Background: an optimization exercise with open tools, aiming at small area, a short achievable clock period and few clock cycles per item. Do not read the settings as production practice.
RTL that was checked went through simulation tests only; none was proved equivalent to the original.
For run 2, only the layout was checked, not whether the RTL still works.
Power is estimated from default activity; no workload was simulated.

## flow/design.v

```verilog
package ecm_pkg;
  localparam int PIXEL_BITS      = 8;
  localparam int MAX_DIM_DEFAULT = 4096;
  localparam int DIM_BITS        = 13;
  localparam int POS_BITS        = 12;
  localparam int CFG_IDX_BITS    = 3;
  localparam int CFG_DATA_BITS   = 13;
  localparam logic [DIM_BITS-1:0] RST_FRAME_WIDTH  = 13'd640;
  localparam logic [DIM_BITS-1:0] RST_FRAME_HEIGHT = 13'd480;
  localparam logic [POS_BITS-1:0] RST_CENTRE_X     = 12'd320;
  localparam logic [POS_BITS-1:0] RST_CENTRE_Y     = 12'd240;
  localparam logic [POS_BITS-1:0] RST_RADIUS_X     = 12'd100;
  localparam logic [POS_BITS-1:0] RST_RADIUS_Y     = 12'd100;
  typedef enum logic [CFG_IDX_BITS-1:0] {
    CFG_FRAME_WIDTH  = 3'd0,
    CFG_FRAME_HEIGHT = 3'd1,
    CFG_CENTRE_X     = 3'd2,
    CFG_CENTRE_Y     = 3'd3,
    CFG_RADIUS_X     = 3'd4,
    CFG_RADIUS_Y     = 3'd5
  } cfg_index_t;
  typedef struct packed {
    logic [DIM_BITS-1:0] frame_width;
    logic [DIM_BITS-1:0] frame_height;
    logic [POS_BITS-1:0] centre_x;
    logic [POS_BITS-1:0] centre_y;
    logic [POS_BITS-1:0] radius_x;
    logic [POS_BITS-1:0] radius_y;
  } cfg_t;
  typedef enum logic [3:0] {
    S_IDLE,
    S_LAT_RX,
    S_LAT_RY,
    S_LAT_LIM,
    S_POS,
    S_DIFF,
    S_MUL_XX,
    S_MUL_XR,
    S_MUL_YY,
    S_MUL_YR,
    S_FIN
  } state_t;
  typedef enum logic [2:0] {
    MUL_NONE,
    MUL_RX,
    MUL_RY,
    MUL_LIM,
    MUL_AX,
    MUL_TX,
    MUL_AY,
    MUL_TY
  } mul_sel_t;
  typedef struct packed {
    logic     accept;
    logic     latch_win;
    logic     latch_size;
    logic     pos;
    logic     diff;
    logic     out_load;
    mul_sel_t mul_sel;
  } cmd_t;
  typedef struct packed {
    logic in_win;
    logic out_free;
  } status_t;
endpackage
import ecm_pkg::*;
module elliptic_roi_crop_mask #(
  parameter int MAX_DIM = MAX_DIM_DEFAULT
) (
  input  logic                     clk,
  input  logic                     rst,
  input  logic                     cfg_write,
  input  logic [CFG_IDX_BITS-1:0]  cfg_index,
  input  logic [CFG_DATA_BITS-1:0] cfg_data,
  input  logic                     in_valid,
  output logic                     in_ready,
  input  logic [PIXEL_BITS-1:0]    in_pixel,
  input  logic                     in_sof,
  output logic                     out_valid,
  input  logic                     out_ready,
  output logic [PIXEL_BITS-1:0]    out_masked_pixel,
  output logic                     out_inside_ellipse,
  output logic [POS_BITS-1:0]      out_crop_col,
  output logic [POS_BITS-1:0]      out_crop_row,
  output logic                     out_last_of_crop
);
  localparam logic [12:0] MAX_DIM_V = 13'(MAX_DIM);
  logic [12:0] fw, fh;
  logic [11:0] cx, cy, rxr, ryr;
  always_ff @(posedge clk) begin
    if (rst) begin
      fw  <= RST_FRAME_WIDTH;
      fh  <= RST_FRAME_HEIGHT;
      cx  <= RST_CENTRE_X;
      cy  <= RST_CENTRE_Y;
      rxr <= RST_RADIUS_X;
      ryr <= RST_RADIUS_Y;
    end else if (cfg_write) begin
      case (cfg_index)
        3'd0: fw  <= cfg_data;
        3'd1: fh  <= cfg_data;
        3'd2: cx  <= cfg_data[11:0];
        3'd3: cy  <= cfg_data[11:0];
        3'd4: rxr <= cfg_data[11:0];
        3'd5: ryr <= cfg_data[11:0];
        default: ;
      endcase
    end
  end
  logic [12:0] W, H;
  logic [11:0] rx, ry;
  always_comb begin
    W  = (fw == 13'd0) ? 13'd1 : (fw > MAX_DIM_V) ? MAX_DIM_V : fw;
    H  = (fh == 13'd0) ? 13'd1 : (fh > MAX_DIM_V) ? MAX_DIM_V : fh;
    rx = (rxr == 12'd0) ? 12'd1 : rxr;
    ry = (ryr == 12'd0) ? 12'd1 : ryr;
  end
  logic       in_ready_q;
  logic       k_v, k_sof;
  logic [7:0] k_px;
  logic       s1_v, s1_sof;
  logic [7:0] s1_px;
  logic [1:0] s1_ph;
  assign in_ready = in_ready_q;
  wire accept = in_valid && in_ready_q;
  logic        wv;
  logic [11:0] xs, ys;
  logic [12:0] xe, ye;
  logic [12:0] ny;
  logic [11:0] col, row;
  logic        s2_v, s2_in, s2_last;
  logic [7:0]  s2_px;
  logic [11:0] s2_ci, s2_cj;
  logic               cur_v;
  logic [11:0]        ccur;
  logic signed [14:0] acur, bcur;
  typedef enum logic [3:0] {
    T_IDLE, T_PRE, T_START, T_SQ, T_T, T_MUL, T_END, T_ROW, T_CONV1, T_CONV2, T_SRCH
  } tst_t;
  tst_t               ts;
  logic signed [50:0] F;
  logic signed [37:0] G, Hh;
  logic [23:0]        RX2, RY2;
  logic signed [14:0] at, bt;
  logic [11:0]        trow;
  logic [4:0]         ti;
  logic               rep, sofinit;
  wire inc_c   = !rep && F[50] && !at[14];
  wire dec_c   = rep && !F[50] && (bt > at);
  wire t_ready = (ts == T_SRCH) && !inc_c && !dec_c;
  wire hit_cur = cur_v && (s2_cj == ccur);
  wire hit_t   = t_ready && (s2_cj == trow);
  wire kok     = hit_cur || hit_t;
  wire signed [14:0] a_sel = hit_cur ? acur : at;
  wire signed [14:0] b_sel = hit_cur ? bcur : bt;
  wire signed [14:0] ci2   = $signed({2'b00, s2_ci, 1'b0});
  wire in_ell = (ci2 > a_sel) && (ci2 < b_sel);
  wire out_free = !out_valid || out_ready;
  wire s2_go    = s2_v && (!s2_in || (kok && out_free));
  wire s2_free  = !s2_v || s2_go;
  wire copy     = s2_v && s2_in && !hit_cur && hit_t;
  wire need     = s2_v && s2_in && !kok;
  wire l1     = s1_v && s1_sof && (s1_ph == 2'd0) && s2_free;
  wire l2     = s1_v && s1_sof && (s1_ph == 2'd1);
  wire p_ok   = s1_v && (!s1_sof || (s1_ph == 2'd2));
  wire p_go   = p_ok && s2_free;
  wire s1_free = !s1_v || p_go;
  logic [11:0] col0, row0, ce, re;
  logic [12:0] ce1, re1;
  logic [11:0] col_n, row_n;
  logic        p_in, p_last;
  logic [11:0] p_ci, p_cj;
  always_comb begin
    col0  = s1_sof ? 12'd0 : col;
    row0  = s1_sof ? 12'd0 : row;
    ce    = ({1'b0, col0} >= W) ? 12'd0 : col0;
    re    = ({1'b0, row0} >= H) ? 12'd0 : row0;
    ce1   = {1'b0, ce} + 13'd1;
    re1   = {1'b0, re} + 13'd1;
    if (ce1 >= W) begin
      col_n = 12'd0;
      row_n = (re1 >= H) ? 12'd0 : re1[11:0];
    end else begin
      col_n = ce1[11:0];
      row_n = re;
    end
    p_in   = wv && (ce >= xs) && ({1'b0, ce} <= xe) && (re >= ys) && ({1'b0, re} <= ye);
    p_ci   = ce - xs;
    p_cj   = re - ys;
    p_last = ({1'b0, ce} == xe) && ({1'b0, re} == ye);
  end
  always_ff @(posedge clk) begin
    if (rst) begin
      in_ready_q <= 1'b1;
      k_v        <= 1'b0;
      s1_v       <= 1'b0;
      s1_ph      <= 2'd0;
      s2_v       <= 1'b0;
      out_valid  <= 1'b0;
      col        <= 12'd0;
      row        <= 12'd0;
      wv         <= 1'b0;
      cur_v      <= 1'b0;
    end else begin
      if (s1_free) begin
        if (k_v) begin
          s1_v   <= 1'b1;
          s1_px  <= k_px;
          s1_sof <= k_sof;
        end else begin
          s1_v   <= accept;
          s1_px  <= in_pixel;
          s1_sof <= in_sof;
        end
        s1_ph <= 2'd0;
        k_v   <= 1'b0;
        in_ready_q <= 1'b1;
      end else begin
        if (accept) begin
          k_v  <= 1'b1;
          k_px <= in_pixel;
          k_sof <= in_sof;
        end
        in_ready_q <= !(k_v || accept);
        if (l1) s1_ph <= 2'd1;
        else if (l2) s1_ph <= 2'd2;
      end
      if (l1) begin
        wv    <= 1'b1;
        cur_v <= 1'b0;
      end else if (copy) begin
        cur_v <= 1'b1;
      end
      if (p_go) begin
        col <= col_n;
        row <= row_n;
      end
      if (p_go) s2_v <= 1'b1;
      else if (s2_go) s2_v <= 1'b0;
      if (s2_go && s2_in) out_valid <= 1'b1;
      else if (out_ready) out_valid <= 1'b0;
    end
  end
  always_ff @(posedge clk) begin
    if (l1) begin
      xs <= (cx > rx) ? cx - rx : 12'd0;
      ys <= (cy > ry) ? cy - ry : 12'd0;
      xe <= {1'b0, cx} + {1'b0, rx};
      ye <= {1'b0, cy} + {1'b0, ry};
    end
    if (l2) begin
      if (xe > W - 13'd1) xe <= W - 13'd1;
      if (ye > H - 13'd1) ye <= H - 13'd1;
    end
    if (s1_ph == 2'd2) ny <= ye - {1'b0, ys} + 13'd1;
    if (p_go) begin
      s2_px   <= s1_px;
      s2_in   <= p_in;
      s2_ci   <= p_ci;
      s2_cj   <= p_cj;
      s2_last <= p_last;
    end
    if (copy) begin
      ccur <= trow;
      acur <= at;
      bcur <= bt;
    end
    if (s2_go && s2_in) begin
      out_masked_pixel   <= in_ell ? s2_px : 8'd0;
      out_inside_ellipse <= in_ell;
      out_crop_col       <= s2_ci;
      out_crop_row       <= s2_cj;
      out_last_of_crop   <= s2_last;
    end
  end
  function automatic [4:0] msb_idx(input [23:0] v);
    integer b;
    begin
      msb_idx = 5'd0;
      for (b = 0; b < 24; b = b + 1)
        if (v[b]) msb_idx = b[4:0];
    end
  endfunction
  wire cj_lt    = s2_cj < trow;
  wire cj_gt    = s2_cj > trow;
  wire tracking = (ts == T_ROW) || (ts == T_CONV1) || (ts == T_CONV2) || (ts == T_SRCH);
  wire restart  = need && cj_lt && tracking;
  wire adv_row  = copy || (need && cj_gt && t_ready);
  wire [23:0] rx2_n = sofinit ? F[23:0] : RX2;
  wire [23:0] ry2_n = sofinit ? G[23:0] : RY2;
  wire [12:0] nx    = xe - {1'b0, xs} + 13'd1;
  wire [12:0] rx13  = {1'b0, rx};
  wire [12:0] ry13  = {1'b0, ry};
  always_ff @(posedge clk) begin
    if (rst) begin
      ts <= T_IDLE;
    end else if (l1) begin
      ts <= T_IDLE;
    end else if (l2) begin
      ts      <= T_PRE;
      sofinit <= 1'b1;
    end else if (restart) begin
      ts      <= T_START;
      sofinit <= 1'b0;
      trow    <= 12'd0;
    end else begin
      case (ts)
        T_PRE: ts <= T_START;
        T_START: begin
          F    <= '0;
          G    <= '0;
          Hh   <= '0;
          trow <= 12'd0;
          ti   <= msb_idx({11'd0, {1'b0, rx} | {1'b0, ry} | ny});
          ts   <= T_SQ;
        end
        T_SQ: begin
          F  <= (F <<< 1) + (rx13[ti[3:0]] ? 51'(rx) : 51'd0);
          G  <= (G <<< 1) + (ry13[ti[3:0]] ? 38'(ry) : 38'd0);
          Hh <= (Hh <<< 1) + (ny[ti[3:0]] ? 38'(ny) : 38'd0);
          ti <= ti - 5'd1;
          if (ti == 5'd0) ts <= T_T;
        end
        T_T: begin
          RX2 <= rx2_n;
          RY2 <= ry2_n;
          G   <= Hh - $signed({12'd0, ry2_n, 2'b00});
          F   <= '0;
          Hh  <= '0;
          ti  <= msb_idx(rx2_n | {11'd0, ny});
          ts  <= T_MUL;
        end
        T_MUL: begin
          F  <= (F <<< 1) + (RX2[ti] ? {{13{G[37]}}, G} : 51'd0);
          Hh <= (Hh <<< 1) - ((ti < 5'd13 && ny[ti[3:0]]) ? $signed({14'd0, RX2}) : 38'sd0);
          ti <= ti - 5'd1;
          if (ti == 5'd0) ts <= T_END;
        end
        T_END: begin
          F    <= F - 51'sd1;
          Hh   <= Hh + $signed({14'd0, RX2});
          G    <= $signed({14'd0, RY2});
          at   <= $signed({2'b00, nx});
          bt   <= $signed({2'b00, nx});
          trow <= 12'd0;
          rep  <= 1'b0;
          ts   <= T_SRCH;
        end
        T_ROW: begin
          F    <= F + ({{13{Hh[37]}}, Hh} <<< 2);
          Hh   <= Hh + $signed({13'd0, RX2, 1'b0});
          trow <= trow + 12'd1;
          if (!Hh[37] && !rep) begin
            if (bt > at) ts <= T_CONV1;
            else begin
              rep <= 1'b1;
              ts  <= T_SRCH;
            end
          end else begin
            ts <= T_SRCH;
          end
        end
        T_CONV1: begin
          G  <= G - $signed({13'd0, RY2, 1'b0});
          ts <= T_CONV2;
        end
        T_CONV2: begin
          F   <= F - {{13{G[37]}}, G};
          G   <= G - $signed({13'd0, RY2, 1'b0});
          rep <= 1'b1;
          ts  <= T_SRCH;
        end
        T_SRCH: begin
          if (inc_c) begin
            F  <= F + {{13{G[37]}}, G};
            G  <= G + $signed({13'd0, RY2, 1'b0});
            at <= at - 15'sd1;
            bt <= bt + 15'sd1;
          end else if (dec_c) begin
            F  <= F - {{13{G[37]}}, G};
            G  <= G - $signed({13'd0, RY2, 1'b0});
            at <= at + 15'sd1;
            bt <= bt - 15'sd1;
          end else if (adv_row) begin
            ts <= T_ROW;
          end
        end
        default: ;
      endcase
    end
  end
endmodule
```

## flow/run.sh

```bash
#!/bin/bash
# synth_recipe.tcl (not shown) runs the flow's synth.tcl, then flattens the netlist and writes it again
# the make line also repeats each setting of config.mk as NAME=value (left out here)
make -C /OpenROAD-flow-scripts/flow DESIGN_CONFIG=/design/flow/config.mk WORK_HOME=/design/flow/orfs CLKGATE_MAP_FILE= SYNTH_SCRIPT=/design/flow/synth_recipe.tcl finish
```

## flow/config.mk

```make
export PLATFORM = sky130hd
export DESIGN_NAME = elliptic_roi_crop_mask
export DESIGN_NICKNAME = elliptic_roi_crop_mask
export VERILOG_FILES = /design/flow/design.v
export SDC_FILE = /design/flow/constraint.sdc
export NUM_CORES = 4
export LEC_CHECK = 0
export CAP_MARGIN = 20
export CORE_MARGIN = 2
export CORE_UTILIZATION = 40
export SLEW_MARGIN = 20
```

## flow/constraint.sdc

```tcl
create_clock -name core_clock -period 11.0 [get_ports {clk}]
set_input_delay 2.2000 -clock core_clock [delete_from_list [all_inputs] [get_ports {clk}]]
set_output_delay 2.2000 -clock core_clock [all_outputs]
set_load 0.01 [all_outputs]
```

==> out/metrics.cfg, run 1 <==
[timing]
worst_slew_pin_slew_ps=1220
fmax_mhz=131
setup_viol=0
finalCritPeriodShare_pct=69.4
period_needed_ps=7630
finClkSkew_ps=34.8
rsz0062_at_grt=false
slew_headroom_pct=19.0
finalWorstSetupSlack_ps=3370
finalHoldViolCount=0
drv_slew=0
tns_ps=0

[worst_hold_path]
hold_class=flip-flop to flip-flop

[critical_path]
critPathMaxStageDelay_ps=970
cp.arrival_ps=8020
cpMostUsedCell=o21ai_1
worstPathMaxFanout=26
path_class=flip-flop to flip-flop
cp_cell_sequence=mux4_1 > mux4_2 > a21oi_2 > buf_4 > nor2_1 > a22o_1 > ha_1 > inv_1 > fa_1 > nand2b_1 > a21oi_1 > o41a_1 > a221oi_1 > o21ai_1 > o21ai_1 > o21ai_1 > a211oi_2 > mux2i_1 > a2111oi_0 > o221ai_1
worstPathRequired_ps=11390
cp-start-kind=flip-flop
critPathCaptureType=flip-flop
slowest_stage=edfxtp_1

[die]
die_area_um2=142000
placementRows=136
die_w_um=377
dieHeight_um=377
core_um2=138000
boundaryPins=66
initial_utilization_pct=40.3

[run]
drv_cap=0

[placed_design]
placed_area_um2=58100
gp_congestion=0.978
io_buffer_count=65
hpwl_um=159000
pre_cts_ws_ps=3650

[finish]
nets=7407
drive_above_1_share_pct=5.15
final_area_um2=60600
area_growth_pct=9.12

[route]
ant_nets=0
via_per_inst=6.19
drt_wl_total_um=209000
first_iter_violations=5701
drc=0
dr_total_vias=52900
post_drt_wl_per_cell_um=24.5
firstDrtPassIters=9

[global_route]
grt_pass1_wl_um=312000
antenna_found_initial=4
gr-usage-all-layers_pct=28.5
grt_pass1_vias=50200
grt_max_degree=91
overflow=0

[clocking]
cts_tree=built
clockBufferDepth=3
cts.repair.resized=0
root_buffer=clkbuf_16
path_clk_slew_ps=60
h-tree-depth=3
clk_latency_ps=710
post-cts-setup-buffers=0
cts_hold_buf=0
numCtsBuffers=71
cts_sinks=526

[synth]
async_reset_ff_share_pct=0
syn-cell-area_um2=55500
ys_types=94
yosysTopAreaCell=edfxtp_1
syn_inst=6764
syn_nets=7478
synth.avg_cell_area_um2=8.21
ys_seq_elements=526
ys_seq_area_share_pct=26.0
yosysWarningCount=1
synth_edf_count=389
synth_area_leaders=edfxtp_1, ha_1, a21oi_1, xnor2_1, dfxtp_1
synth_ff_type=edfxtp_1
synth_top_cell_area_share_pct=21.0

[power_and_ir_drop]
power_density_nw_per_um2=94.1
peakVddDrop_uv=98.6
power.leakage_uw=0.0243

[outcome]
status=no timing/DRC/antenna violations

flip-flops by register name (all words and copies together), names as in the netlist, 15 cells and up, named ones only:
signal	flops
F	51
G	38
Hh	38
RX2	23
RY2	24
acur	15
at	15
bcur	15
bt	15
cell usage after synthesis (137+ instances only):
library cell	number
ha_1	662
clkbuf_1	265
nand2_1	635
a21oi_1	619
nand3_1	154
inv_1	411
dfxtp_1	137
xnor2_1	340
o21ai_0	373
edfxtp_1	389
nor2_1	528
xor2_1	175
a21o_1	198
nor3_1	188
kinds of logic after synthesis:
| family | Yosys count | synth area share [%] |
|---|---|---|
| xor gates and xnor gates | 515 | 8.13 |
| muxes | 115 | 2.57 |
| AOI/OAI and AO/OA | 2079 | 24.4 |
| DFF | 526 | 26.0 |
| adders and majority gates | 689 | 15.8 |
| buffers and inverters | 717 | 4.88 |
| and+or+nand+nor | 2123 | 18.2 |
cells in the final DEF (no fill, tap or decap), types with 87 or more instances in the layout:
| cell | instances |
|---|---|
| ha_1 | 662 |
| xor2_1 | 175 |
| edfxtp_1 | 389 |
| nor2_1 | 519 |
| nor3_1 | 183 |
| nand3_1 | 152 |
| nor2b_1 | 102 |
| o21ai_0 | 373 |
| a21oi_1 | 616 |
| a21o_1 | 198 |
| buf_4 | 87 |
| xnor2_1 | 340 |
| inv_1 | 409 |
| nand2_1 | 631 |
| dfxtp_1 | 137 |
where the power goes:
part	switching (uW)	total [uW]	internal (uW)
clock network	1050	2490	1440
logic	553	906	353
registers	88.6	2300	2210
path summary, 6_finish.rpt:
| path | start | endpoint | slack (ps) | cells past startpoint |
|---|---|---|---|---|
| worst min register to register | s1_px[3]$_DFFE_PP_ | s2_px[3]$_DFFE_PP_ | 410 | 0 |
| worst min-delay path | s1_px[3]$_DFFE_PP_ | s2_px[3]$_DFFE_PP_ | 410 | 0 |
| worst max register to register | ti[0]$_DFFE_PP_ | F[49]$_DFFE_PP_ | 3370 | 20 |
| worst max-delay path | ti[0]$_DFFE_PP_ | F[49]$_DFFE_PP_ | 3370 | 20 |
worst max-delay path: cells and delay by family, from the launching register on:
family,cells,cell delay [ps]
AOI/OAI and AO/OA,11,3800
DFF,1,970
muxes,3,1290
and+or+nand+nor,2,450
buffers and inverters,2,410
adders and majority gates,2,400
cell type report:
type                    count  area [um^2]
fillers                 13700        77100
multi-input cells        5521        38600
flip-flops and latches    526        14400
well taps                1794         2240
clock buffers              83         1860
inverters                 422         1580
repair buffers            151         1290
clock inverters            49          584
diodes                      1         2.50
stage by stage:
stage	cells	hold WS, ps	total power (uW)	utilization [%]
after floorplan	6764	400	2920	-
after global placement	8413	402	3210	42.2
after detailed placement	8414	405	3230	42.2
after CTS	8546	403	5720	44.0
after global routing	8546	417	5900	44.0
final	8547	410	5700	44.0
metal layers:
metal | share of wire (%) | track usage, % | wire length (um) | up-vias
met3 | 7.2 | 4.35 | 15100 | 456
met5 | 0.0091 | 0 | 19 | -
met2 | 44 | 45.1 | 92900 | 2202
li1 | - | - | - | 24800
met4 | 4.9 | 13.4 | 10200 | 2
met1 | 43 | 38.1 | 90800 | 25400
Testbench counts, summed over its fixed seeds: cycles 21,987, items 21,528.
==> inputs of run 2 (changes only) <==
--- a/flow/design.v
+++ b/flow/design.v
@@ -64,6 +64,45 @@
     logic out_free;
   } status_t;
 endpackage
+module ecm_add #(
+  parameter int N = 8
+) (
+  input  logic [N-1:0] a,
+  input  logic [N-1:0] b,
+  input  logic         ci,
+  output logic [N-1:0] y
+);
+  localparam int L = $clog2(N);
+  logic [N-1:0] p0, g0;
+  logic [N-1:0] p [0:2*L];
+  logic [N-1:0] g [0:2*L];
+  logic [N-1:0] c;
+  assign p0 = a ^ b;
+  assign g0 = a & b;
+  always_comb begin
+    p[0] = p0;
+    g[0] = g0;
+    g[0][0] = g0[0] | (p0[0] & ci);
+    for (int i = 1; i <= L; i++) begin
+      p[i] = p[i-1];
+      g[i] = g[i-1];
+      for (int j = 2**i - 1; j < N; j += 2**i) begin
+        g[i][j] = g[i-1][j] | (p[i-1][j] & g[i-1][j - 2**(i-1)]);
+        p[i][j] = p[i-1][j] & p[i-1][j - 2**(i-1)];
+      end
+    end
+    for (int i = L; i > 0; i--) begin
+      p[2*L-i+1] = p[2*L-i];
+      g[2*L-i+1] = g[2*L-i];
+      for (int j = 2**i + 2**(i-1) - 1; j < N; j += 2**i) begin
+        g[2*L-i+1][j] = g[2*L-i][j] | (p[2*L-i][j] & g[2*L-i][j - 2**(i-1)]);
+        p[2*L-i+1][j] = p[2*L-i][j] & p[2*L-i][j - 2**(i-1)];
+      end
+    end
+    c = {g[2*L][N-2:0], ci};
+  end
+  assign y = p0 ^ c;
+endmodule
 import ecm_pkg::*;
 module elliptic_roi_crop_mask #(
   parameter int MAX_DIM = MAX_DIM_DEFAULT
@@ -147,7 +186,7 @@
   logic [4:0]         ti;
   logic               rep, sofinit;
   wire inc_c   = !rep && F[50] && !at[14];
-  wire dec_c   = rep && !F[50] && (bt > at);
+  wire dec_c   = rep && !F[50] && (bt != at);
   wire t_ready = (ts == T_SRCH) && !inc_c && !dec_c;
   wire hit_cur = cur_v && (s2_cj == ccur);
   wire hit_t   = t_ready && (s2_cj == trow);
@@ -171,24 +210,32 @@
   logic [11:0] col_n, row_n;
   logic        p_in, p_last;
   logic [11:0] p_ci, p_cj;
+  logic        cz, rz;
+  logic [12:0] dcs, drs, dce, dre;
   always_comb begin
     col0  = s1_sof ? 12'd0 : col;
     row0  = s1_sof ? 12'd0 : row;
-    ce    = ({1'b0, col0} >= W) ? 12'd0 : col0;
-    re    = ({1'b0, row0} >= H) ? 12'd0 : row0;
+    cz    = ({1'b0, col0} >= W);
+    rz    = ({1'b0, row0} >= H);
+    ce    = cz ? 12'd0 : col0;
+    re    = rz ? 12'd0 : row0;
     ce1   = {1'b0, ce} + 13'd1;
     re1   = {1'b0, re} + 13'd1;
-    if (ce1 >= W) begin
+    if (ce1 == W) begin
       col_n = 12'd0;
-      row_n = (re1 >= H) ? 12'd0 : re1[11:0];
+      row_n = (re1 == H) ? 12'd0 : re1[11:0];
     end else begin
       col_n = ce1[11:0];
       row_n = re;
     end
-    p_in   = wv && (ce >= xs) && ({1'b0, ce} <= xe) && (re >= ys) && ({1'b0, re} <= ye);
-    p_ci   = ce - xs;
-    p_cj   = re - ys;
-    p_last = ({1'b0, ce} == xe) && ({1'b0, re} == ye);
+    dcs    = {1'b0, ce} - {1'b0, xs};
+    drs    = {1'b0, re} - {1'b0, ys};
+    dce    = {1'b0, ce} - xe;
+    dre    = {1'b0, re} - ye;
+    p_in   = wv && !dcs[12] && dce[12] && !drs[12] && dre[12];
+    p_ci   = dcs[11:0];
+    p_cj   = drs[11:0];
+    p_last = (ce1 == xe) && (re1 == ye);
   end
   always_ff @(posedge clk) begin
     if (rst) begin
@@ -242,18 +289,20 @@
       else if (out_ready) out_valid <= 1'b0;
     end
   end
+  wire [12:0] dxs = {1'b0, cx} - {1'b0, rx};
+  wire [12:0] dys = {1'b0, cy} - {1'b0, ry};
   always_ff @(posedge clk) begin
     if (l1) begin
-      xs <= (cx > rx) ? cx - rx : 12'd0;
-      ys <= (cy > ry) ? cy - ry : 12'd0;
-      xe <= {1'b0, cx} + {1'b0, rx};
-      ye <= {1'b0, cy} + {1'b0, ry};
+      xs <= dxs[12] ? 12'd0 : dxs[11:0];
+      ys <= dys[12] ? 12'd0 : dys[11:0];
+      xe <= {1'b0, cx} + {1'b0, rx} + 13'd1;
+      ye <= {1'b0, cy} + {1'b0, ry} + 13'd1;
     end
     if (l2) begin
-      if (xe > W - 13'd1) xe <= W - 13'd1;
-      if (ye > H - 13'd1) ye <= H - 13'd1;
+      if (xe > W) xe <= W;
+      if (ye > H) ye <= H;
     end
-    if (s1_ph == 2'd2) ny <= ye - {1'b0, ys} + 13'd1;
+    if (s1_ph == 2'd2) ny <= ye - {1'b0, ys};
     if (p_go) begin
       s2_px   <= s1_px;
       s2_in   <= p_in;
@@ -282,16 +331,84 @@
         if (v[b]) msb_idx = b[4:0];
     end
   endfunction
+  wire cj_eq    = (s2_cj == trow);
   wire cj_lt    = s2_cj < trow;
-  wire cj_gt    = s2_cj > trow;
   wire tracking = (ts == T_ROW) || (ts == T_CONV1) || (ts == T_CONV2) || (ts == T_SRCH);
   wire restart  = need && cj_lt && tracking;
-  wire adv_row  = copy || (need && cj_gt && t_ready);
+  wire adv_row  = copy || (need && !cj_lt && !cj_eq && t_ready);
   wire [23:0] rx2_n = sofinit ? F[23:0] : RX2;
   wire [23:0] ry2_n = sofinit ? G[23:0] : RY2;
-  wire [12:0] nx    = xe - {1'b0, xs} + 13'd1;
+  wire [12:0] nx    = xe - {1'b0, xs};
   wire [12:0] rx13  = {1'b0, rx};
   wire [12:0] ry13  = {1'b0, ry};
+  wire        ld_ti = (ts == T_START) || (ts == T_T);
+  wire [4:0]  tn    = ld_ti ? msb : ti - 5'd1;
+  wire [23:0] msrc  = (ts == T_T) ? rx2_n : RX2;
+  logic       b_f, b_g, b_h;
+  always_ff @(posedge clk) begin
+    if ((ts == T_START) || (ts == T_SQ)) begin
+      b_f <= (tn < 5'd13) && rx13[tn[3:0]];
+      b_g <= (tn < 5'd13) && ry13[tn[3:0]];
+    end else begin
+      b_f <= msrc[tn];
+    end
+    b_h <= (tn < 5'd13) && ny[tn[3:0]];
+  end
+  wire [4:0]  msb   = msb_idx((ts == T_START) ? {11'd0, rx13 | ry13 | ny} : (rx2_n | {11'd0, ny}));
+  logic [50:0] fa, fb;
+  logic        fs;
+  logic [37:0] ga, gb, ha, hb;
+  logic        gs, hs;
+  wire  [51:0] fsum;
+  wire  [38:0] gsum, hsum;
+  ecm_add #(.N(51)) u_fadd (.a(fa), .b(fb ^ {51{fs}}), .ci(fs), .y(fsum[51:1]));
+  ecm_add #(.N(38)) u_gadd (.a(ga), .b(gb ^ {38{gs}}), .ci(gs), .y(gsum[38:1]));
+  ecm_add #(.N(38)) u_hadd (.a(ha), .b(hb ^ {38{hs}}), .ci(hs), .y(hsum[38:1]));
+  assign fsum[0] = 1'b0;
+  assign gsum[0] = 1'b0;
+  assign hsum[0] = 1'b0;
+  wire [50:0] g_x = {{13{G[37]}}, G};
+  wire [50:0] h_x = {{11{Hh[37]}}, Hh, 2'b00};
+  wire [37:0] ry2_2 = {13'd0, RY2, 1'b0};
+  wire [37:0] rx2_1 = {14'd0, RX2};
+  wire [37:0] rx2_2 = {13'd0, RX2, 1'b0};
+  always_comb begin
+    fa = F;  fb = '0; fs = 1'b0;
+    ga = G;  gb = ry2_2; gs = 1'b0;
+    ha = Hh; hb = rx2_2; hs = 1'b0;
+    case (ts)
+      T_SQ: begin
+        fa = {F[49:0], 1'b0};  fb = b_f ? 51'(rx) : '0;
+        ga = {G[36:0], 1'b0};  gb = b_g ? 38'(ry) : '0;
+        ha = {Hh[36:0], 1'b0}; hb = b_h ? 38'(ny) : '0;
+      end
+      T_T: begin
+        ga = Hh; gb = {12'd0, ry2_n, 2'b00}; gs = 1'b1;
+      end
+      T_MUL: begin
+        fa = {F[49:0], 1'b0};  fb = b_f ? g_x : '0;
+        ha = {Hh[36:0], 1'b0}; hb = b_h ? rx2_1 : '0; hs = 1'b1;
+      end
+      T_END: begin
+        fb = '1;
+        hb = rx2_1;
+      end
+      T_ROW: begin
+        fb = h_x;
+      end
+      T_CONV1: begin
+        gs = 1'b1;
+      end
+      T_CONV2: begin
+        fb = g_x; fs = 1'b1; gs = 1'b1;
+      end
+      T_SRCH: begin
+        fb = g_x; fs = !inc_c; gs = !inc_c;
+      end
+      default: ;
+    endcase
+  end
+  wire step = inc_c || dec_c;
   always_ff @(posedge clk) begin
     if (rst) begin
       ts <= T_IDLE;
@@ -312,47 +429,46 @@
           G    <= '0;
           Hh   <= '0;
           trow <= 12'd0;
-          ti   <= msb_idx({11'd0, {1'b0, rx} | {1'b0, ry} | ny});
+          ti   <= msb;
           ts   <= T_SQ;
         end
         T_SQ: begin
-          F  <= (F <<< 1) + (rx13[ti[3:0]] ? 51'(rx) : 51'd0);
-          G  <= (G <<< 1) + (ry13[ti[3:0]] ? 38'(ry) : 38'd0);
-          Hh <= (Hh <<< 1) + (ny[ti[3:0]] ? 38'(ny) : 38'd0);
+          F  <= fsum[51:1];
+          G  <= gsum[38:1];
+          Hh <= hsum[38:1];
           ti <= ti - 5'd1;
           if (ti == 5'd0) ts <= T_T;
         end
         T_T: begin
           RX2 <= rx2_n;
           RY2 <= ry2_n;
-          G   <= Hh - $signed({12'd0, ry2_n, 2'b00});
+          G   <= gsum[38:1];
           F   <= '0;
           Hh  <= '0;
-          ti  <= msb_idx(rx2_n | {11'd0, ny});
+          ti  <= msb;
           ts  <= T_MUL;
         end
         T_MUL: begin
-          F  <= (F <<< 1) + (RX2[ti] ? {{13{G[37]}}, G} : 51'd0);
-          Hh <= (Hh <<< 1) - ((ti < 5'd13 && ny[ti[3:0]]) ? $signed({14'd0, RX2}) : 38'sd0);
+          F  <= fsum[51:1];
+          Hh <= hsum[38:1];
           ti <= ti - 5'd1;
           if (ti == 5'd0) ts <= T_END;
         end
         T_END: begin
-          F    <= F - 51'sd1;
-          Hh   <= Hh + $signed({14'd0, RX2});
+          F    <= fsum[51:1];
+          Hh   <= hsum[38:1];
           G    <= $signed({14'd0, RY2});
           at   <= $signed({2'b00, nx});
           bt   <= $signed({2'b00, nx});
-          trow <= 12'd0;
           rep  <= 1'b0;
           ts   <= T_SRCH;
         end
         T_ROW: begin
-          F    <= F + ({{13{Hh[37]}}, Hh} <<< 2);
-          Hh   <= Hh + $signed({13'd0, RX2, 1'b0});
+          F    <= fsum[51:1];
+          Hh   <= hsum[38:1];
           trow <= trow + 12'd1;
           if (!Hh[37] && !rep) begin
-            if (bt > at) ts <= T_CONV1;
+            if (bt != at) ts <= T_CONV1;
             else begin
               rep <= 1'b1;
               ts  <= T_SRCH;
@@ -362,26 +478,21 @@
           end
         end
         T_CONV1: begin
-          G  <= G - $signed({13'd0, RY2, 1'b0});
+          G  <= gsum[38:1];
           ts <= T_CONV2;
         end
         T_CONV2: begin
-          F   <= F - {{13{G[37]}}, G};
-          G   <= G - $signed({13'd0, RY2, 1'b0});
+          F   <= fsum[51:1];
+          G   <= gsum[38:1];
           rep <= 1'b1;
           ts  <= T_SRCH;
         end
         T_SRCH: begin
-          if (inc_c) begin
-            F  <= F + {{13{G[37]}}, G};
-            G  <= G + $signed({13'd0, RY2, 1'b0});
-            at <= at - 15'sd1;
-            bt <= bt + 15'sd1;
-          end else if (dec_c) begin
-            F  <= F - {{13{G[37]}}, G};
-            G  <= G - $signed({13'd0, RY2, 1'b0});
-            at <= at + 15'sd1;
-            bt <= bt - 15'sd1;
+          if (step) begin
+            F  <= fsum[51:1];
+            G  <= gsum[38:1];
+            at <= inc_c ? at - 15'sd1 : at + 15'sd1;
+            bt <= inc_c ? bt + 15'sd1 : bt - 15'sd1;
           end else if (adv_row) begin
             ts <= T_ROW;
           end
--- a/flow/config.mk
+++ b/flow/config.mk
@@ -5,7 +5,9 @@
 export SDC_FILE = /design/flow/constraint.sdc
 export NUM_CORES = 4
 export LEC_CHECK = 0
+export ABC_CLOCK_PERIOD_IN_PS = 4000
 export CAP_MARGIN = 20
 export CORE_MARGIN = 2
 export CORE_UTILIZATION = 40
+export SETUP_SLACK_MARGIN = 5
 export SLEW_MARGIN = 20
==> run 2 against run 1 <==
  * Still clean
  * Via count shrank 40%
  * Combinational power fell by about 30%
  * Routed wire length decreased by 45%
  * Die area is 28% lower
  * First-iteration DRC count down 50%
  * Hold slack better by 8.2 ps
  * Flip-flop and latch count up 3
  * Count of clock-buffer cells in the layout increased by 4
  * Register-to-register slack improved by 1900 ps
  * Synthesized area is 28% lower
  * Total power fell by 10%
  * Critical path depth up 6
  * Critical endpoint is now row[5]$_SDFFE_PP0P_
  * Largest cell class unchanged
  * Largest power group is now registers
  * Highest routed layer is now met4
==> out/metrics.cfg, run 2 <==
[route]
highest_layer=met4
first_iter_violations=2875
wl_met2_um=50300
drt_wl_total_um=115000
wl_met3_um=7090
firstDrtPassIters=5
dr_total_vias=31800
wl_met1_um=55300
via_per_inst=5.62
post_drt_wl_per_cell_um=20.4
drc=0
ant_nets=0

[clocking]
clockBufferDepth=3
root_buffer=clkbuf_16
path_clk_slew_ps=60
cts_tree=built
cts_sinks=529
numCtsBuffers=66
h-tree-depth=3
clk_latency_ps=650

[finish]
fin_util_pct=45.3
layout_common_cells=nand2_1, edfxtp_1, ha_1
area_growth_pct=12.1
nets=4776
regMostFlops=F
final_area_um2=44600
largest_reg_flops=51
drive_above_1_share_pct=7.92
layout_commonest_cell=nand2_1
top_regs=F x51, G x38, Hh x38

[placed_design]
hpwl_um=83000
placed_area_um2=41700
pre_cts_ws_ps=3080
io_buffer_count=65
gp_congestion=0.916

[synth]
yosysWarningCount=7
synth-xor-area-share_pct=6.76
synth.avg_cell_area_um2=9.24
synth_compound_area_share_pct=16.2
ys_seq_area_share_pct=36.5
synth-simple-area-share_pct=16.8
synth.mux.area_fraction_pct=4.80
syn_nets=4761
synth_area_leaders=edfxtp_1, ha_1, dfxtp_1, nand2_1, xnor2_1
synth_top_cell_area_share_pct=29.5
synth_ff_type=edfxtp_1
yosysTopAreaCell=edfxtp_1
async_reset_ff_share_pct=0
synthAdderAreaFrac_pct=14.8
syn-cell-area_um2=39800
synth.most_common_cell=nand2_1
synth_edf_count=390
syn_inst=4303
synth_top_family_by_area=simple AND/OR/NAND/NOR gates
synth_common_cells=nand2_1, edfxtp_1, ha_1
ys_types=94
ys_seq_elements=529

[worst_hold_path]
hp-start=s1_px[3]$_DFFE_PP_
hold_depth=0
min_to=s2_px[3]$_DFFE_PP_
hold_class=flip-flop to flip-flop

[global_route]
grt_max_degree=71
grt_pass1_vias=30700
overflow=0
grt_pass1_wl_um=180000
gr-usage-all-layers_pct=22.2
antenna_found_initial=1

[outcome]
status=no timing/DRC/antenna violations

[power_and_ir_drop]
power_density_nw_per_um2=115
power.leakage_uw=0.0181
peakVddDrop_uv=90.8

[die]
dieHeight_um=319
boundaryPins=66
die_area_um2=102000
die_w_um=319
initial_utilization_pct=40.4
core_um2=98400
placementRows=115

[critical_path]
ff2ff_path_depth=26
critPathCaptureType=flip-flop
r2r-start=fh[6]$_SDFFE_PP1P_
worstPathMaxFanout=11
path_class=flip-flop to flip-flop
cp.arrival_ps=6290
worstPathRequired_ps=11530
cp-start-kind=flip-flop
ff2ff_setup_slack_ps=5250
r2r_end=row[5]$_SDFFE_PP0P_

[timing]
finClkSkew_ps=26.9
setup_viol=0
slew_headroom_pct=28.2
worst_slew_pin_slew_ps=1080
finalHoldViolCount=0
finalCritPeriodShare_pct=52.3
period_needed_ps=5750
tns_ps=0
fin_hold_ws_ps=418
rsz0062_at_grt=false
drv_slew=0
fmax_mhz=174
finalWorstSetupSlack_ps=5250

[run]
drv_cap=0

## run 2: cell types whose count changed in the layout (fill, tap and decap cells not counted), moves of 78 or more
cell / before / now
o21ai_0: 373 / 175
xnor2_1: 340 / 217
inv_1: 409 / 224
nor3_1: 183 / 74
nor2_1: 519 / 273
a21oi_1: 616 / 265
a21o_1: 198 / 120
xor2_1: 175 / 86
ha_1: 662 / 353
## run 2: timing repair
action	4_1_cts	5_1_grt
hold buffers	0	0
gates cloned	2	2
endpoints found under the hold margin	0	0
pin swaps	5	9
buffers inserted	11	16
setup endpoints to repair	112	40
gates resized for setup	67	40
## run 2: power breakdown
group,switching (uW),internal [uW]
clock network,936,1220
registers,102,2210
logic,363,275
## run 2: logic make-up after synthesis
family | Yosys count
buf+inv | 430
fa+ha+maj | 428
compound gates | 973
mux | 182
xor+xnor | 307
simple gates | 1454
flops | 529
## run 2: cell type report
cell class / count / area [um^2]
Antenna cell: 1 / 2.50
Clock buffer: 87 / 1770
Clock inverter: 31 / 320
Fill cell: 9503 / 53800
Inverter: 233 / 912
Multi-Input combinational cell: 3347 / 24100
Sequential cell: 529 / 14500
Tap cell: 1287 / 1610
Timing Repair Buffer: 141 / 1340
## run 2: stage by stage
stage / instances / power, uW
floorplan: 4303 / 2770
global placement: 5504 / 2970
detailed placement: 5504 / 2980
CTS: 5635 / 5140
global route: 5655 / 5310
finish: 5656 / 5110
## run 2: how the worst max path moves through the flow
| stage | end | start | cells after the start |
|---|---|---|---|
| floorplan | row[0]$_SDFFE_PP0P_ | s1_sof$_DFFE_PP_ | 29 |
| global placement | Hh[37]$_SDFFCE_PP0P_ | ts[2]$_SDFFE_PN0P_ | 21 |
| detailed placement | Hh[37]$_SDFFCE_PP0P_ | ts[2]$_SDFFE_PN0P_ | 21 |
| CTS | G[37]$_DFFE_PP_ | at[14]$_SDFFCE_PN0P_ | 24 |
| global route | Hh[37]$_SDFFCE_PP0P_ | ts[0]$_SDFFE_PP0P_ | 22 |
| finish | row[5]$_SDFFE_PP0P_ | fh[6]$_SDFFE_PP1P_ | 26 |
## run 2: layer usage
layer | global-route usage (%) | vias to the layer above
met5 | 0 | -
met1 | 32.4 | 15300
met3 | 3.19 | 149
met4 | 5.96 | 0
met2 | 34.3 | 932
li1 | - | 15400
## run 2: worst max-delay path: stages (launching register included)
cell      delay (ps)
dfxtp_1          490
nor4_2            90
and3_1           200
o21ai_4          210
inv_1            120
ha_1             290
nand2b_1         140
a21o_1           170
a21o_1           190
a21oi_2          200
o221a_4          300
nor2_1            70
nor2_1           210
nand2_1          170
inv_1            180
ha_2             280
nand3_1          220
nor4_4           210
and3_1           260
xor2_2           140
nor2b_1          180
o41ai_1          350
and4_1           240
and4b_2          310
nor4_4            50
buf_4            180
a22o_1           170
==> inputs of run 3 (changes only) <==
--- a/flow/design.v
+++ b/flow/design.v
@@ -65,14 +65,14 @@
   } status_t;
 endpackage
 module ecm_add #(
-  parameter int N = 8
+  parameter int N = 8,
+  parameter int L = 3
 ) (
   input  logic [N-1:0] a,
   input  logic [N-1:0] b,
   input  logic         ci,
   output logic [N-1:0] y
 );
-  localparam int L = $clog2(N);
   logic [N-1:0] p0, g0;
   logic [N-1:0] p [0:2*L];
   logic [N-1:0] g [0:2*L];
@@ -361,9 +361,9 @@
   logic        gs, hs;
   wire  [51:0] fsum;
   wire  [38:0] gsum, hsum;
-  ecm_add #(.N(51)) u_fadd (.a(fa), .b(fb ^ {51{fs}}), .ci(fs), .y(fsum[51:1]));
-  ecm_add #(.N(38)) u_gadd (.a(ga), .b(gb ^ {38{gs}}), .ci(gs), .y(gsum[38:1]));
-  ecm_add #(.N(38)) u_hadd (.a(ha), .b(hb ^ {38{hs}}), .ci(hs), .y(hsum[38:1]));
+  ecm_add #(.N(51), .L(6)) u_fadd (.a(fa), .b(fb ^ {51{fs}}), .ci(fs), .y(fsum[51:1]));
+  ecm_add #(.N(38), .L(6)) u_gadd (.a(ga), .b(gb ^ {38{gs}}), .ci(gs), .y(gsum[38:1]));
+  ecm_add #(.N(38), .L(6)) u_hadd (.a(ha), .b(hb ^ {38{hs}}), .ci(hs), .y(hsum[38:1]));
   assign fsum[0] = 1'b0;
   assign gsum[0] = 1'b0;
   assign hsum[0] = 1'b0;
--- a/flow/config.mk
+++ b/flow/config.mk
@@ -5,9 +5,7 @@
 export SDC_FILE = /design/flow/constraint.sdc
 export NUM_CORES = 4
 export LEC_CHECK = 0
-export ABC_CLOCK_PERIOD_IN_PS = 4000
 export CAP_MARGIN = 20
 export CORE_MARGIN = 2
 export CORE_UTILIZATION = 40
-export SETUP_SLACK_MARGIN = 5
 export SLEW_MARGIN = 20
==> run 3 against run 2 <==
  * Setup slack lost 2300 ps
  * Sequential power is essentially flat
  * First-iteration DRC count shrank 3.9%
  * Synthesized cell count is the same
  * Flip-flop and latch count is the same
  * Critical path depth shrank 6
  * Clock skew grew 34 ps
  * Via count shrank 0.78%
==> out/metrics.cfg, run 3 <==
[global_route]
antenna_found_initial=1
grt_pass1_vias=30400
gr-usage-all-layers_pct=22.0
grt_max_degree=72
overflow=0
grt_pass1_wl_um=179000

[placed_design]
pre_cts_ws_ps=3030
gp_congestion=0.904
hpwl_um=84000
io_buffer_count=65
dp.cells=5506

[route]
wl_met2_um=50400
highest_layer=met4
via_per_inst=5.61
dr_total_vias=31500
drt_wl_total_um=114000
drc=0
first_iter_violations=2762
firstDrtPassIters=5
ant_nets=0
wl_met3_um=6720
wl_met1_um=54100
post_drt_wl_per_cell_um=20.2

[outcome]
status=no timing/DRC/antenna violations

[clocking]
path_clk_slew_ps=70
post-cts-setup-buffers=0
root_buffer=clkbuf_16
numCtsBuffers=61
clockBufferDepth=3
h-tree-depth=2
cts_sinks=529
cts_hold_buf=0
clk_latency_ps=690
cts.repair.resized=0
cts_tree=built

[synth]
ys_seq_elements=529
yosysWarningCount=7
syn_nets=4761
ys_types=94
synth_top_cell_area_share_pct=29.5
yosysTopAreaCell=edfxtp_1
synth_edf_count=390
synth.most_common_cell=nand2_1
syn_inst=4303
ys_seq_area_share_pct=36.5
synth.avg_cell_area_um2=9.24
syn-cell-area_um2=39800
synth_common_cells=nand2_1, edfxtp_1, ha_1
async_reset_ff_share_pct=0
synth_ff_type=edfxtp_1
synth_area_leaders=edfxtp_1, ha_1, dfxtp_1, nand2_1, xnor2_1

[critical_path]
ff2ff_path_depth=20
ff2ff_setup_slack_ps=2940
cp-start-kind=flip-flop
cp.arrival_ps=8550
critPathCaptureType=flip-flop
r2r-start=ts[2]$_SDFFE_PN0P_
path_class=flip-flop to flip-flop
worstPathRequired_ps=11490
r2r_end=Hh[36]$_SDFFCE_PP0P_
worstPathMaxFanout=35

[timing]
tns_ps=0
setup_viol=0
finalCritPeriodShare_pct=73.2
worst_slew_pin_slew_ps=1050
slew_headroom_pct=29.7
rsz0062_at_grt=false
drv_slew=0
finalWorstSetupSlack_ps=2940
fin_hold_ws_ps=418
period_needed_ps=8060
finalHoldViolCount=0
fmax_mhz=124
finClkSkew_ps=60.6

[finish]
layout_commonest_cell=nand2_1
top_regs=F x51, G x38, Hh x38
n_antenna_cell=0
drive_above_1_share_pct=5.93
layout.cells.non_filler=5622
largest_reg_flops=51
nets=4743
area_growth_pct=10.2
regMostFlops=F
layout_common_cells=nand2_1, edfxtp_1, ha_1
fillers=9487

[die]
initial_utilization_pct=40.4
boundaryPins=66
dieHeight_um=319
core_um2=98400
die_area_um2=102000
die_w_um=319
placementRows=115

[worst_hold_path]
hold_class=flip-flop to flip-flop
hp-start=s1_px[2]$_DFFE_PP_
min_to=s2_px[2]$_DFFE_PP_
hold_depth=0

[power_and_ir_drop]
power.leakage_uw=0.0177
power_density_nw_per_um2=114
peakVddDrop_uv=128

[run]
drv_cap=0

-- run 3: cell counts after synthesis --
No cell type changed its count.
-- run 3: area by class of cell --
class	count	area (um^2)	share of cell area, %
Multi-Input combinational cell	3344	23800	54.2
Sequential cell	529	14500	33.1
Tap cell	1287	1610	3.68
Timing Repair Buffer	116	1080	2.46
Clock buffer	79	1630	3.71
Clock inverter	34	360	0.823
Inverter	233	875	2.00
-- run 3: routing by layer --
metal | track usage (%) | up-vias
met5 | 0 | -
met4 | 5.06 | 0
met3 | 3.03 | 144
met2 | 34.5 | 893
met1 | 31.9 | 15200
li1 | - | 15300
-- run 3: per-stage QoR --
stage	power (uW)	instance area [um^2]	utilization, %
after floorplan	2770	39800	-
after global placement	2970	41700	42.4
after detailed placement	2980	41700	42.4
after CTS	5040	43700	44.4
after global routing	5210	43800	44.5
final	5010	43800	44.5
-- run 3: worst max path at each step --
stage	from	endpoint	slack, ps
after CTS	ts[2]$_SDFFE_PN0P_	Hh[36]$_SDFFCE_PP0P_	2930
after floorplan	out_ready	F[0]$_SDFFCE_PN0P_	4670
after detailed placement	ts[2]$_SDFFE_PN0P_	Hh[37]$_SDFFCE_PP0P_	3030
after global routing	ts[2]$_SDFFE_PN0P_	Hh[37]$_SDFFCE_PP0P_	2270
after global placement	ts[2]$_SDFFE_PN0P_	Hh[36]$_SDFFCE_PP0P_	3180
final	ts[2]$_SDFFE_PN0P_	Hh[36]$_SDFFCE_PP0P_	2940
-- run 3: worst max-delay path: stages, from the launching register on --
cell and delay (ps):
dfxtp_1 750, nor2b_1 570, nand2_1 590, inv_2 820, a21o_1 730, a22o_1 300, o21ai_0 130, fa_1 510
a21o_1 180, a21oi_1 240, o21a_1 240, o211ai_1 150, a211oi_1 540, o211ai_1 190, a31oi_1 340, nor2b_1 90
o21a_1 190, o41ai_1 490, o21a_1 250, fa_1 400, nor2_1 110
-- run 3: kinds of logic after synthesis --
family	count (synthesis)	synth area share, %
AND/OR/NAND/NOR	1454	16.8
AO/OA/AOI/OAI	973	16.2
flip-flops	529	36.5
buffers and inverters	430	4.19
adder cells (fa/ha/maj)	428	14.8
XOR/XNOR	307	6.76
multiplexers	182	4.80
-- run 3: report_power, final --
part | internal (uW) | leakage [uW] | switching, uW | total [uW]
clock | 1140 | 0.000944 | 914 | 2060
combinational | 274 | 0.0123 | 362 | 636
sequential | 2210 | 0.00450 | 104 | 2320
total | 3630 | 0.0177 | 1380 | 5010
Testbench counts of run 3, summed over its fixed seeds: cycles 21,987, items 21,528.
==> inputs of run 4 (changes only) <==
--- a/flow/design.v
+++ b/flow/design.v
@@ -125,36 +125,30 @@
   output logic                     out_last_of_crop
 );
   localparam logic [12:0] MAX_DIM_V = 13'(MAX_DIM);
-  logic [12:0] fw, fh;
-  logic [11:0] cx, cy, rxr, ryr;
+  logic [12:0] W, H;
+  logic [11:0] cx, cy, rx, ry;
+  wire  [12:0] dim_eff = (cfg_data == 13'd0) ? 13'd1 : (cfg_data > MAX_DIM_V) ? MAX_DIM_V : cfg_data;
+  wire  [11:0] rad_eff = (cfg_data[11:0] == 12'd0) ? 12'd1 : cfg_data[11:0];
   always_ff @(posedge clk) begin
     if (rst) begin
-      fw  <= RST_FRAME_WIDTH;
-      fh  <= RST_FRAME_HEIGHT;
-      cx  <= RST_CENTRE_X;
-      cy  <= RST_CENTRE_Y;
-      rxr <= RST_RADIUS_X;
-      ryr <= RST_RADIUS_Y;
+      W  <= RST_FRAME_WIDTH;
+      H  <= RST_FRAME_HEIGHT;
+      cx <= RST_CENTRE_X;
+      cy <= RST_CENTRE_Y;
+      rx <= RST_RADIUS_X;
+      ry <= RST_RADIUS_Y;
     end else if (cfg_write) begin
       case (cfg_index)
-        3'd0: fw  <= cfg_data;
-        3'd1: fh  <= cfg_data;
-        3'd2: cx  <= cfg_data[11:0];
-        3'd3: cy  <= cfg_data[11:0];
-        3'd4: rxr <= cfg_data[11:0];
-        3'd5: ryr <= cfg_data[11:0];
+        3'd0: W  <= dim_eff;
+        3'd1: H  <= dim_eff;
+        3'd2: cx <= cfg_data[11:0];
+        3'd3: cy <= cfg_data[11:0];
+        3'd4: rx <= rad_eff;
+        3'd5: ry <= rad_eff;
         default: ;
       endcase
     end
   end
-  logic [12:0] W, H;
-  logic [11:0] rx, ry;
-  always_comb begin
-    W  = (fw == 13'd0) ? 13'd1 : (fw > MAX_DIM_V) ? MAX_DIM_V : fw;
-    H  = (fh == 13'd0) ? 13'd1 : (fh > MAX_DIM_V) ? MAX_DIM_V : fh;
-    rx = (rxr == 12'd0) ? 12'd1 : rxr;
-    ry = (ryr == 12'd0) ? 12'd1 : ryr;
-  end
   logic       in_ready_q;
   logic       k_v, k_sof;
   logic [7:0] k_px;
@@ -205,37 +199,34 @@
   wire p_ok   = s1_v && (!s1_sof || (s1_ph == 2'd2));
   wire p_go   = p_ok && s2_free;
   wire s1_free = !s1_v || p_go;
-  logic [11:0] col0, row0, ce, re;
-  logic [12:0] ce1, re1;
+  logic        cz, rz, c_wrap, r_wrap;
+  logic [12:0] c1, r1, dcs, drs, dce, dre;
   logic [11:0] col_n, row_n;
-  logic        p_in, p_last;
-  logic [11:0] p_ci, p_cj;
-  logic        cz, rz;
-  logic [12:0] dcs, drs, dce, dre;
+  logic        p_in, p_last, in_x, in_y, last_x, last_y;
+  logic [11:0] p_ci, p_cj, cinc, rinc;
   always_comb begin
-    col0  = s1_sof ? 12'd0 : col;
-    row0  = s1_sof ? 12'd0 : row;
-    cz    = ({1'b0, col0} >= W);
-    rz    = ({1'b0, row0} >= H);
-    ce    = cz ? 12'd0 : col0;
-    re    = rz ? 12'd0 : row0;
-    ce1   = {1'b0, ce} + 13'd1;
-    re1   = {1'b0, re} + 13'd1;
-    if (ce1 == W) begin
-      col_n = 12'd0;
-      row_n = (re1 == H) ? 12'd0 : re1[11:0];
-    end else begin
-      col_n = ce1[11:0];
-      row_n = re;
-    end
-    dcs    = {1'b0, ce} - {1'b0, xs};
-    drs    = {1'b0, re} - {1'b0, ys};
-    dce    = {1'b0, ce} - xe;
-    dre    = {1'b0, re} - ye;
-    p_in   = wv && !dcs[12] && dce[12] && !drs[12] && dre[12];
-    p_ci   = dcs[11:0];
-    p_cj   = drs[11:0];
-    p_last = (ce1 == xe) && (re1 == ye);
+    cz     = s1_sof || ({1'b0, col} >= W);
+    rz     = s1_sof || ({1'b0, row} >= H);
+    c1     = {1'b0, col} + 13'd1;
+    r1     = {1'b0, row} + 13'd1;
+    dcs    = {1'b0, col} - {1'b0, xs};
+    drs    = {1'b0, row} - {1'b0, ys};
+    dce    = {1'b0, col} - xe;
+    dre    = {1'b0, row} - ye;
+    c_wrap = cz ? (W == 13'd1) : (c1 == W);
+    cinc   = cz ? 12'd1 : c1[11:0];
+    in_x   = cz ? (xs == 12'd0) : (!dcs[12] && dce[12]);
+    p_ci   = cz ? (12'd0 - xs) : dcs[11:0];
+    last_x = cz ? (xe == 13'd1) : (c1 == xe);
+    r_wrap = rz ? (H == 13'd1) : (r1 == H);
+    rinc   = rz ? 12'd1 : r1[11:0];
+    in_y   = rz ? (ys == 12'd0) : (!drs[12] && dre[12]);
+    p_cj   = rz ? (12'd0 - ys) : drs[11:0];
+    last_y = rz ? (ye == 13'd1) : (r1 == ye);
+    col_n  = c_wrap ? 12'd0 : cinc;
+    row_n  = !c_wrap ? (rz ? 12'd0 : row) : (r_wrap ? 12'd0 : rinc);
+    p_in   = wv && in_x && in_y;
+    p_last = last_x && last_y;
   end
   always_ff @(posedge clk) begin
     if (rst) begin
@@ -403,7 +394,7 @@
         fb = g_x; fs = 1'b1; gs = 1'b1;
       end
       T_SRCH: begin
-        fb = g_x; fs = !inc_c; gs = !inc_c;
+        fb = g_x; fs = rep; gs = rep;
       end
       default: ;
     endcase
--- a/flow/config.mk
+++ b/flow/config.mk
@@ -8,4 +8,5 @@
 export CAP_MARGIN = 20
 export CORE_MARGIN = 2
 export CORE_UTILIZATION = 40
+export SETUP_SLACK_MARGIN = 5
 export SLEW_MARGIN = 20
==> run 4 against run 3 <==
  * Total power rose by 4.5%
  * Still clean on timing, DRC and antenna
  * Via count grew 1.2%
  * Largest cell class unchanged
  * Clock skew fell by 24 ps
  * Die area is 0.81% lower
  * Setup slack gained 2300 ps
  * Cell count about the same
==> out/metrics.cfg, run 4 <==
[finish]
drive_above_1_share_pct=6.76
area_growth_pct=11.5
regMostFlops=F
layout.cells.non_filler=5623
layout_commonest_cell=nand2_1
multi_input_area_um2=23700
n_antenna_cell=0
layout_common_cells=nand2_1, edfxtp_1, ha_1
nets=4740
largest_reg_flops=51
regArea_um2=14500
fillers=9360
top_regs=F x51, G x38, Hh x38

[critical_path]
worstPathRequired_ps=11360
cp.arrival_ps=6090
path_class=flip-flop to flip-flop
cpMostUsedCell=xnor2_1
path_buf_inv=2
cp_top_family=compound AO/OA/AOI/OAI gates
ff2ff_setup_slack_ps=5270
slowest_stage=dfxtp_4
cp_cell_sequence=nand2b_4 > nor3_2 > buf_12 > nor2_4 > buf_6 > a22oi_1 > xnor2_1 > fa_1 > nor2b_1 > o21a_1 > o21ai_0 > a21oi_1 > a31oi_2 > o311ai_2 > a311o_1 > a21o_1 > a31oi_2 > nand2_1 > a31o_2 > a21oi_1 > fa_1 > xnor2_1 > xnor2_1 > nor2_1
critPathCaptureType=flip-flop
cp-start-kind=flip-flop
critPathMaxStageDelay_ps=490
worstPathMaxFanout=49

[synth]
syn_nets=4729
synth_area_leaders=edfxtp_1, ha_1, dfxtp_1, xnor2_1, nand2_1
synth_top_cell_area_share_pct=29.7
synth-xor-area-share_pct=7.44
synth.mux.area_fraction_pct=3.86
syn_inst=4273
synth.avg_cell_area_um2=9.23
ys_seq_area_share_pct=36.8
synth-simple-area-share_pct=16.7
synth_compound_area_share_pct=16.3
synth_common_cells=nand2_1, edfxtp_1, ha_1
syn-cell-area_um2=39400
synth_ff_type=edfxtp_1
synth_edf_count=390
synthAdderAreaFrac_pct=14.9
ys_types=84
yosysWarningCount=7
yosysTopAreaCell=edfxtp_1
async_reset_ff_share_pct=0
ys_seq_elements=529
synth_top_family_by_area=simple AND/OR/NAND/NOR gates
synth.most_common_cell=nand2_1

[placed_design]
hpwl_um=85500
dp.cells=5495
gp_congestion=0.936
io_buffer_count=65

[die]
boundaryPins=66
dieHeight_um=318
die_area_um2=101000
core_um2=98000
initial_utilization_pct=40.2
die_w_um=318
placementRows=115

[clocking]
clk_latency_ps=650
cts_sinks=529
path_clk_slew_ps=60
cts_tree=built
clockBufferDepth=3
h-tree-depth=3
root_buffer=clkbuf_16
numCtsBuffers=66
cts_hold_buf=0

[timing]
finClkSkew_ps=36.2
finalHoldViolCount=0
drv_slew=0
period_needed_ps=5730
finalCritPeriodShare_pct=52.1
fmax_mhz=175
rsz0062_at_grt=true
setup_viol=0
slew_headroom_pct=27.3
tns_ps=0
worst_slew_pin_slew_ps=1090

[route]
firstDrtPassIters=6
first_iter_violations=2953
drc=0
via_per_inst=5.68
dr_total_vias=31900
post_drt_wl_per_cell_um=20.6
ant_nets=0
drt_wl_total_um=116000

[global_route]
grt_max_degree=84
gr-usage-all-layers_pct=22.7
grt_pass1_wl_um=181000
overflow=0
antenna_found_initial=0
grt_pass1_vias=30500

[run]
drv_cap=0

[outcome]
status=no timing/DRC/antenna violations

[worst_hold_path]
hold_class=flip-flop to flip-flop

[power_and_ir_drop]
peakVddDrop_uv=103
power.leakage_uw=0.0177
power_density_nw_per_um2=119

[run 4: cell families after synthesis]
logic type,count (synthesis)
simple gates,1448
compound gates,979
flops,529
fa+ha+maj,426
buf+inv,413
xor+xnor,335
mux,143
[run 4: routing by layer]
layer / track usage, % / up-vias / share of wire [%]
met3: 3.36 / 168 / 6.8
met4: 6.44 / 0 / 2.6
li1: - / 15400 / -
met2: 33.9 / 1016 / 43
met5: 0 / - / 0
met1: 33.9 / 15400 / 48
[run 4: timing repair]
action | in CTS | in global routing
resized for setup | 40 | 24
setup endpoints to repair | 189 | 75
pin swaps | 1 | 2
buffers inserted | 2 | 3
cloned | 1 | 2
endpoints found under the hold margin | 0 | 0
[run 4: area by class of cell]
| type | instances | share of cell area [%] |
|---|---|---|
| Clock buffer | 88 | 4.08 |
| Sequential cell | 529 | 33.0 |
| Tap cell | 1287 | 3.66 |
| Inverter | 236 | 2.08 |
| Timing Repair inverter | 1 | 0.0114 |
| Timing Repair Buffer | 117 | 2.51 |
| Clock inverter | 32 | 0.837 |
| Multi-Input combinational cell | 3333 | 53.8 |
[run 4: through the flow]
step	power (uW)	utilization (%)	area [um^2]	setup slack, ps	hold slack [ps]
2_1_floorplan	2840	-	39400	5180	400
6_report	5240	44.9	44000	5270	418
3_5_place_dp	3070	42.3	41500	3030	405
4_1_cts	5270	44.7	43800	4870	415
3_3_place_gp	3050	42.3	41500	3150	402
5_1_grt	5450	44.9	44000	4950	425
[run 4: path summary, 6_finish.rpt]
| kind | start | endpoint | cells past startpoint |
|---|---|---|---|
| setup reg to reg | ts[3]$_SDFFE_PN0P_ | G[37]$_DFFE_PP_ | 24 |
| hold reg to reg | s1_px[7]$_DFFE_PP_ | s2_px[7]$_DFFE_PP_ | 0 |
| setup / recovery | ts[3]$_SDFFE_PN0P_ | G[37]$_DFFE_PP_ | 24 |
| hold / removal | s1_px[7]$_DFFE_PP_ | s2_px[7]$_DFFE_PP_ | 0 |
[run 4: where the power goes]
group	switching, uW	total [uW]	internal [uW]
clock	949	2190	1240
combinational	397	700	304
sequential	121	2340	2220
total	1470	5240	3770
Testbench counts of run 4, summed over its fixed seeds: cycles 21,987, items 21,528.
==> inputs of run 5 (changes only) <==
--- a/flow/config.mk
+++ b/flow/config.mk
@@ -5,6 +5,7 @@
 export SDC_FILE = /design/flow/constraint.sdc
 export NUM_CORES = 4
 export LEC_CHECK = 0
+export ABC_CLOCK_PERIOD_IN_PS = 4000
 export CAP_MARGIN = 20
 export CORE_MARGIN = 2
 export CORE_UTILIZATION = 40
==> run 5 against run 4 <==
  * Register-to-register slack is essentially flat
  * Die area is the same
  * Non-clock buffer count is the same
  * Critical endpoint unchanged
  * Largest power group unchanged
==> out/metrics.cfg, run 5 <==
[outcome]
status=no timing/DRC/antenna violations

[clocking]
cts_tree=built
cts_hold_buf=0
cts_sinks=529
root_buffer=clkbuf_16
path_clk_slew_ps=60
clk_latency_ps=650
clockBufferDepth=3
h-tree-depth=3
numCtsBuffers=66

[synth]
synth.most_common_cell=nand2_1
yosysTopAreaCell=edfxtp_1
ys_types=84
syn_inst=4273
synth.avg_cell_area_um2=9.23
synth_top_cell_area_share_pct=29.7
synth_ff_type=edfxtp_1
ys_seq_area_share_pct=36.8
ys_seq_elements=529
synth_edf_count=390
synth_common_cells=nand2_1, edfxtp_1, ha_1
yosysWarningCount=7
synth_area_leaders=edfxtp_1, ha_1, dfxtp_1, xnor2_1, nand2_1
syn-cell-area_um2=39400
syn_nets=4729
async_reset_ff_share_pct=0

[die]
initial_utilization_pct=40.2
die_area_um2=101000
placementRows=115
die_w_um=318
boundaryPins=66
core_um2=98000
dieHeight_um=318

[finish]
top_regs=F x51, G x38, Hh x38
n_antenna_cell=0
layout_commonest_cell=nand2_1
area_growth_pct=11.5
layout_common_cells=nand2_1, edfxtp_1, ha_1
drive_above_1_share_pct=6.76
nets=4740
largest_reg_flops=51
final_area_um2=44000
regMostFlops=F

[route]
wl_met2_um=49300
post_drt_wl_per_cell_um=20.6
wl_met3_um=7890
firstDrtPassIters=6
ant_nets=0
highest_layer=met4
first_iter_violations=2953
drt_wl_total_um=116000
wl_met1_um=55700
via_per_inst=5.68
dr_total_vias=31900
drc=0

[power_and_ir_drop]
power.internal_uw=3770
power.leakage_uw=0.0177
seq_power_share_pct=44.8
finalPower_uw=5240
peakVddDrop_uv=103
p_sw_uw=1470
p_sw_share_pct=28.0
power_density_nw_per_um2=119
pwr-share-clk_pct=41.9
pwr-share-comb_pct=13.4

[timing]
worst_slew_pin_slew_ps=1090
finalCritPeriodShare_pct=52.1
fmax_mhz=175
setup_viol=0
finalHoldViolCount=0
slew_headroom_pct=27.3
tns_ps=0
finClkSkew_ps=36.2
rsz0062_at_grt=true
period_needed_ps=5730
drv_slew=0
finalWorstSetupSlack_ps=5270
fin_hold_ws_ps=418

[global_route]
grt_max_degree=84
antenna_found_initial=0
gr-usage-all-layers_pct=22.7
grt_pass1_vias=30500
grt_pass1_wl_um=181000
overflow=0

[placed_design]
gp_congestion=0.936
pre_cts_ws_ps=3030
io_buffer_count=65
hpwl_um=85500
placed_area_um2=41500

[run]
drv_cap=0

[worst_hold_path]
hold_class=flip-flop to flip-flop

[critical_path]
cp_top_family=compound AO/OA/AOI/OAI gates
cp_cell_sequence=nand2b_4 > nor3_2 > buf_12 > nor2_4 > buf_6 > a22oi_1 > xnor2_1 > fa_1 > nor2b_1 > o21a_1 > o21ai_0 > a21oi_1 > a31oi_2 > o311ai_2 > a311o_1 > a21o_1 > a31oi_2 > nand2_1 > a31o_2 > a21oi_1 > fa_1 > xnor2_1 > xnor2_1 > nor2_1
critPathCaptureType=flip-flop
cp-start-kind=flip-flop
cpMostUsedCell=xnor2_1
cp.arrival_ps=6090
path_class=flip-flop to flip-flop
critPathMaxStageDelay_ps=490
path_buf_inv=2
worstPathMaxFanout=49
slowest_stage=dfxtp_4
worstPathRequired_ps=11360

[run 5: cell counts after synthesis]
Identical to the previous run, type by type.
[run 5: power groups by stage]
stage | sequential [uW] | clock, uW | combinational, uW
floorplan | 2320 | 0 | 522
global placement | 2380 | 0 | 674
detailed placement | 2380 | 0 | 686
CTS | 2340 | 2240 | 694
global route | 2350 | 2310 | 790
finish | 2340 | 2190 | 700
[run 5: layer usage]
| metal | GRT usage [%] | up-vias |
|---|---|---|
| met3 | 3.36 | 168 |
| met2 | 33.9 | 1016 |
| li1 | - | 15400 |
| met1 | 33.9 | 15400 |
| met4 | 6.44 | 0 |
| met5 | 0 | - |
[run 5: cell families (layout without fill, tap and decap cells)]
group | Yosys count | after routing | synth area share [%]
mux | 143 | 143 | 3.86
buf+inv | 413 | 474 | 4.05
compound gates | 979 | 980 | 16.3
fa+ha+maj | 426 | 426 | 14.9
simple gates | 1448 | 1449 | 16.7
xor+xnor | 335 | 335 | 7.44
flops | 529 | 529 | 36.8
[run 5: worst paths after layout]
kind / from / end / slack, ps / cells after the start
hold / removal: s1_px[7]$_DFFE_PP_ / s2_px[7]$_DFFE_PP_ / 420 / 0
hold reg to reg: s1_px[7]$_DFFE_PP_ / s2_px[7]$_DFFE_PP_ / 420 / 0
setup reg to reg: ts[3]$_SDFFE_PN0P_ / G[37]$_DFFE_PP_ / 5270 / 24
setup / recovery: ts[3]$_SDFFE_PN0P_ / G[37]$_DFFE_PP_ / 5270 / 24
[run 5: stage by stage]
stage	std cells	util [%]
detailed placement	5495	42.3
global placement	5495	42.3
finish	5623	44.9
floorplan	4273	-
CTS	5618	44.7
global route	5623	44.9
[run 5: what timing repair did]
action | CTS | global route
buffers inserted | 2 | 3
pin swaps | 1 | 2
resized for setup | 40 | 24
endpoints found under the setup margin | 189 | 75
gates cloned | 1 | 2
[run 5: cell type report]
| type | instances | area [um^2] |
|---|---|---|
| repair buffers | 117 | 1100 |
| clock inverters | 32 | 368 |
| repair inverters | 1 | 5.00 |
| fillers | 9360 | 54000 |
| well taps | 1287 | 1610 |
| clock buffers | 88 | 1800 |
| inverters | 236 | 912 |
| multi-input cells | 3333 | 23700 |
| flip-flops and latches | 529 | 14500 |
[run 5: worst register-to-register path, cell delays in order (launching register included)]
cell,delay (ps)
dfxtp_4,490
nand2b_4,310
nor3_2,90
buf_12,180
nor2_4,170
buf_6,350
a22oi_1,180
xnor2_1,170
fa_1,470
nor2b_1,130
o21a_1,130
o21ai_0,100
a21oi_1,330
a31oi_2,190
o311ai_2,350
a311o_1,250
a21o_1,250
a31oi_2,160
nand2_1,90
a31o_2,150
a21oi_1,90
fa_1,440
xnor2_1,190
xnor2_1,130
nor2_1,50

Check on run 5: ideal ports give 5.272 ns setup slack; a clkbuf_16 on the clock port and buf_2 on the inputs give 5.272 ns; moving port delays by the midpoint clock arrival (0.702 ns) as well gives 4.746 ns.
